Context: an optimization exercise on an open-source flow, tuned for small area, a short achievable clock period and few clock cycles per item. The choices shown serve that exercise and are no tape-out recipe.
RTL that was checked went through simulation tests only; none was proved equivalent to the original.
Power figures rest on the tool's default switching activity, not on a simulated workload.

## cnn_pool
module cnn_pool
#(
    parameter int IMG_DIM = cnn_geom_pkg::DEF_IMG_DIM
)
(
    input  logic     clk,
    input  logic     reset,
    input  logic     i_start,
    input  wb_bus_pkg::wb_addr_t i_src_base,
    input  wb_bus_pkg::wb_addr_t i_dst_base,
    input  wb_bus_pkg::wb_data_t i_rd_dat,
    input  logic     i_rd_ack,
    input  logic     i_wr_ack,
    output logic     o_rd_cyc,
    output logic     o_rd_stb,
    output wb_bus_pkg::wb_addr_t o_rd_adr,
    output logic     o_wr_cyc,
    output logic     o_wr_stb,
    output logic     o_wr_we,
    output wb_bus_pkg::wb_addr_t o_wr_adr,
    output wb_bus_pkg::wb_data_t o_wr_dat,
    output logic     o_busy,
    output logic     o_done
);
Size: about 2900 cells after synthesis, ~110 I/O pins, ~0.036 mm² of cells after synthesis.
export LEC_CHECK = 0
export CAP_MARGIN = 20
export CORE_MARGIN = 2
export CORE_UTILIZATION = 40
export SETUP_SLACK_MARGIN = 5
export SLEW_MARGIN = 20
export SYNTH_HIERARCHICAL = 1
export SYNTH_MINIMUM_KEEP_SIZE = 0
create_clock -name core_clock -period 9.0 [get_ports {clk}]
standard.sh (not shown) runs the stock make flow with config.mk's settings and CLKGATE_MAP_FILE= SYNTH_SCRIPT=/design/flow/synth_recipe.tcl, a recipe that flattens the netlist after the stock synthesis.
==> flow/flow/run.sh <==
#!/bin/bash
set -euo pipefail
SETUP_MARGIN=${SETUP_MARGIN:-6}
bash standard.sh \
    "BUFFER_PORTS_ARGS=-buffer_cell sky130_fd_sc_hd__buf_2" \
    "SETUP_SLACK_MARGIN=${SETUP_MARGIN}" \
    finish > flow_make.log 2>&1
Change:
--- a/flow/design.v
+++ b/flow/design.v
@@ -3522,23 +3522,22 @@
     logic        t_val;
     logic [5:0]  t_ctr;
     logic        u_val;
     logic [5:0]  u_ctr;
     cnn_geom_pkg::acc_t sum;
     logic        s_val;
     logic [5:0]  s_ctr;
     cnn_geom_pkg::acc_t s_sum;
     logic [15:0] clip;
     logic [15:0] pmax [4];
     logic [15:0] pm_cur;
-    logic [3:0]  gt4;
     logic        s_gt;
     logic        upd;
     logic [15:0] run_nxt;
     logic [4:0]  n_done;                      
     logic [4:0]  n_taken;                     
     logic        fin_now;
     logic        avail;
     logic        wr_load;
     assign job_go  = i_start && !o_busy;
     assign clr     = reset || o_done;
     assign rd_take = o_rd_stb && i_rd_ack;
@@ -3726,30 +3725,23 @@
             t_val <= step;
             u_val <= t_val;
             s_val <= u_val;
         end
         t_ctr <= stp[5:0];
         u_ctr <= t_ctr;
         s_ctr <= u_ctr;
         s_sum <= sum;
     end
     assign clip   = s_sum[19] ? 16'd0 : (|s_sum[18:16]) ? 16'hffff : s_sum[15:0];
     assign pm_cur = pmax[s_ctr[2:1]];
-    always_comb
-    begin
-        for (int k = 0; k < 4; k++)
-        begin
-            gt4[k] = s_sum[15:0] > pmax[k];
-        end
-    end
-    assign s_gt   = !s_sum[19] && ((|s_sum[18:16]) || gt4[s_ctr[2:1]]);
+    assign s_gt   = !s_sum[19] && ((|s_sum[18:16]) || (s_sum[15:0] > pm_cur));
     assign upd     = (!s_ctr[3] && !s_ctr[0]) || s_gt;
     assign run_nxt = upd ? clip : pm_cur;
     always_ff @(posedge clk)
     begin
         if (s_val && upd)
         begin
             pmax[s_ctr[2:1]] <= clip;
         end
     end
     always_ff @(posedge clk)
     begin
The changed run ran to the end with no violations.
Total power is lower by 1.5%.
Setup slack loses 0.33 ns.
Sequential share of layout area barely changes.
Hold slack gains 0.015 ns.
Cell area hardly moves.
Global-route usage increases by 1.3 points.
Testbench counts after the change, summed over its fixed seeds: cycles 8,544, jobs 96.
For the first run of this note, only the layout was checked, not whether the RTL still works.

* * *

Another version of the RTL of cnn_pool (not shown whole).
For scale: ~680 flip-flops, about 0.036 sq mm of cells after synthesis.
## cnn_pool
module cnn_pool
#(
    parameter int IMG_DIM = cnn_geom_pkg::DEF_IMG_DIM
)
(
    input  logic     clk,
    input  logic     reset,
    input  logic     i_start,
    input  wb_bus_pkg::wb_addr_t i_src_base,
    input  wb_bus_pkg::wb_addr_t i_dst_base,
    input  wb_bus_pkg::wb_data_t i_rd_dat,
    input  logic     i_rd_ack,
    input  logic     i_wr_ack,
    output logic     o_rd_cyc,
    output logic     o_rd_stb,
    output wb_bus_pkg::wb_addr_t o_rd_adr,
    output logic     o_wr_cyc,
    output logic     o_wr_stb,
    output logic     o_wr_we,
    output wb_bus_pkg::wb_addr_t o_wr_adr,
    output wb_bus_pkg::wb_data_t o_wr_dat,
    output logic     o_busy,
    output logic     o_done
);
export LEC_CHECK = 0
export CAP_MARGIN = 20
export CORE_MARGIN = 2
export CORE_UTILIZATION = 40
export SETUP_SLACK_MARGIN = 5
export SLEW_MARGIN = 20
export SYNTH_HIERARCHICAL = 1
export SYNTH_MINIMUM_KEEP_SIZE = 0
create_clock -name core_clock -period 9.0 [get_ports {clk}]
Scripts as last shown in full above: flow/flow/run.sh
Edit:
--- a/flow/design.v
+++ b/flow/design.v
@@ -3496,17 +3496,15 @@
     localparam int LB   = 18;                 
     logic        job_go;
     logic        idle;                        
     logic        clr;
     logic        rd_take;
     logic        wr_take;
     logic [6:0]  rq;                          
-    logic [6:0]  rq_eval;
-    logic [5:0]  rq_ctr;                      
-    logic [4:0]  rq_need;
+    logic [6:0]  rq_lim;                      
     logic        rq_ok;
     logic [7:0]  d_in;
     logic        v_in;
     logic [6:0]  wc;                          
     logic [7:0]  wgt [NTAP];
     logic [7:0]  lbuf [LB];
     logic [6:0]  stp;                         
@@ -3534,14 +3532,17 @@
     logic [15:0] pm_q;
     logic        same_q;
     logic [15:0] cur;
     logic [15:0] run_nxt;
     logic        s_gt;
     logic [4:0]  n_done;                      
     logic [4:0]  n_taken;                     
+    logic        fin_now;
+    logic        avail;
+    logic        wr_load;
     assign job_go  = i_start && !o_busy;
     assign clr     = reset || o_done;
     assign rd_take = o_rd_stb && i_rd_ack;
     assign wr_take = o_wr_stb && i_wr_ack;
     assign o_rd_cyc = o_rd_stb;
     assign o_wr_cyc = o_wr_stb;
     assign o_wr_we  = o_wr_stb;
@@ -3559,18 +3560,17 @@
         end
         else if (o_done)
         begin
             o_busy <= 1'b0;
             idle   <= 1'b1;
         end
     end
-    assign rq_eval = o_rd_stb ? rq + 7'd1 : rq;
-    assign rq_ctr  = 6'(rq_eval - 7'd18);
-    assign rq_need = {1'b0, rq_ctr[5:4] - 2'd1, rq_ctr[2:1]} + 5'd1;
-    assign rq_ok   = (rq_eval < 7'd34) || rq_ctr[3] || (n_taken >= rq_need);
+    assign rq_lim  = (n_taken >= 5'd12) ? 7'd127
+                   : 7'd33 + {1'b0, n_taken[3:2], 4'd0} + {4'd0, n_taken[1:0], 1'b0};
+    assign rq_ok   = o_rd_stb ? (rq < rq_lim) : (rq <= rq_lim);
     always_ff @(posedge clk)
     begin
         if (reset)
         begin
             o_rd_stb <= 1'b0;
         end
         else if (job_go)
@@ -3746,30 +3746,33 @@
     end
     always_ff @(posedge clk)
     begin
         if (clr)
         begin
             n_done <= '0;
         end
-        else if (s_val && s_ctr[3] && s_ctr[0])
+        else if (fin_now)
         begin
             n_done <= n_done + 5'd1;
         end
     end
+    assign fin_now = s_val && s_ctr[3] && s_ctr[0];
+    assign avail   = (n_done != n_taken);
+    assign wr_load = (!o_wr_stb || i_wr_ack) && (avail || fin_now);
     always_ff @(posedge clk)
     begin
         if (reset)
         begin
             o_wr_stb <= 1'b0;
             o_done   <= 1'b0;
         end
         else
         begin
             o_done <= wr_take && (n_taken == 5'd16);
-            if ((!o_wr_stb || i_wr_ack) && (n_done != n_taken))
+            if (wr_load)
             begin
                 o_wr_stb <= 1'b1;
             end
             else if (i_wr_ack)
             begin
                 o_wr_stb <= 1'b0;
             end
@@ -3777,24 +3780,24 @@
     end
     always_ff @(posedge clk)
     begin
         if (clr)
         begin
             n_taken <= '0;
         end
-        else if ((!o_wr_stb || i_wr_ack) && (n_done != n_taken))
+        else if (wr_load)
         begin
             n_taken <= n_taken + 5'd1;
         end
     end
     always_ff @(posedge clk)
     begin
-        if ((!o_wr_stb || i_wr_ack) && (n_done != n_taken))
+        if (wr_load)
         begin
-            o_wr_dat <= pmax[n_taken[1:0]];
+            o_wr_dat <= avail ? pmax[n_taken[1:0]] : run_nxt;
         end
         if (idle)
         begin
             o_wr_adr <= i_dst_base;
         end
         else if (wr_take)
         begin
Outcome: Count of clock-buffer cells in the layout stays the same; setup slack barely changes; hold slack is about the same; sequential share of layout area decreases by 0.54 points; first-iteration DRC count decreases by 14%; cell area increases by 1.4%; die area increases by 1.1%; core utilization barely changes.
Testbench counts after the change, summed over its fixed seeds: cycles 8,544, jobs 96.
The RTL of the first run of this note was laid out without a check of its function.

[separate check: timing with driven ports]
In the flow no input, the clock included, has a driving cell. The finished layouts below were timed again as built, in two steps.
Step 1 sets driving cells, clkbuf_16 on the clock port and buf_2 on the other inputs (assumed; they add their load-dependent delay and slew).
Step 2 adds t to the input delays and takes it off the output delays; t is the mean of the earliest and latest rising clock arrival at the registers after step 1. Input paths then give back, and output paths get back, about the clock's delay inside the block.
Three values: no drivers, after step 1, after step 2; two values: the first two.
| run | t (ns) | slack for setup (ns) | slew at the worst register clock pin (ns) |
|---|---|---|---|
| the first run of note 1 | 0.672 | 5.922 / 5.917 / 5.780 | 0.07 / 0.07 |
| the second run of note 1 | 0.663 | 5.588 / 5.588 / 5.588 | 0.06 / 0.06 |
| the first run of note 2 | 0.694 | 5.978 / 5.925 / 5.503 | 0.07 / 0.07 |
| the second run of note 2 | 0.702 | 5.977 / 5.911 / 5.629 | 0.07 / 0.07 |
After both steps every run listed still meets setup and hold. For the first run of note 2, which loses most, drivers alone change the setup slack by -0.053 ns; drivers and shift together by -0.475 ns.
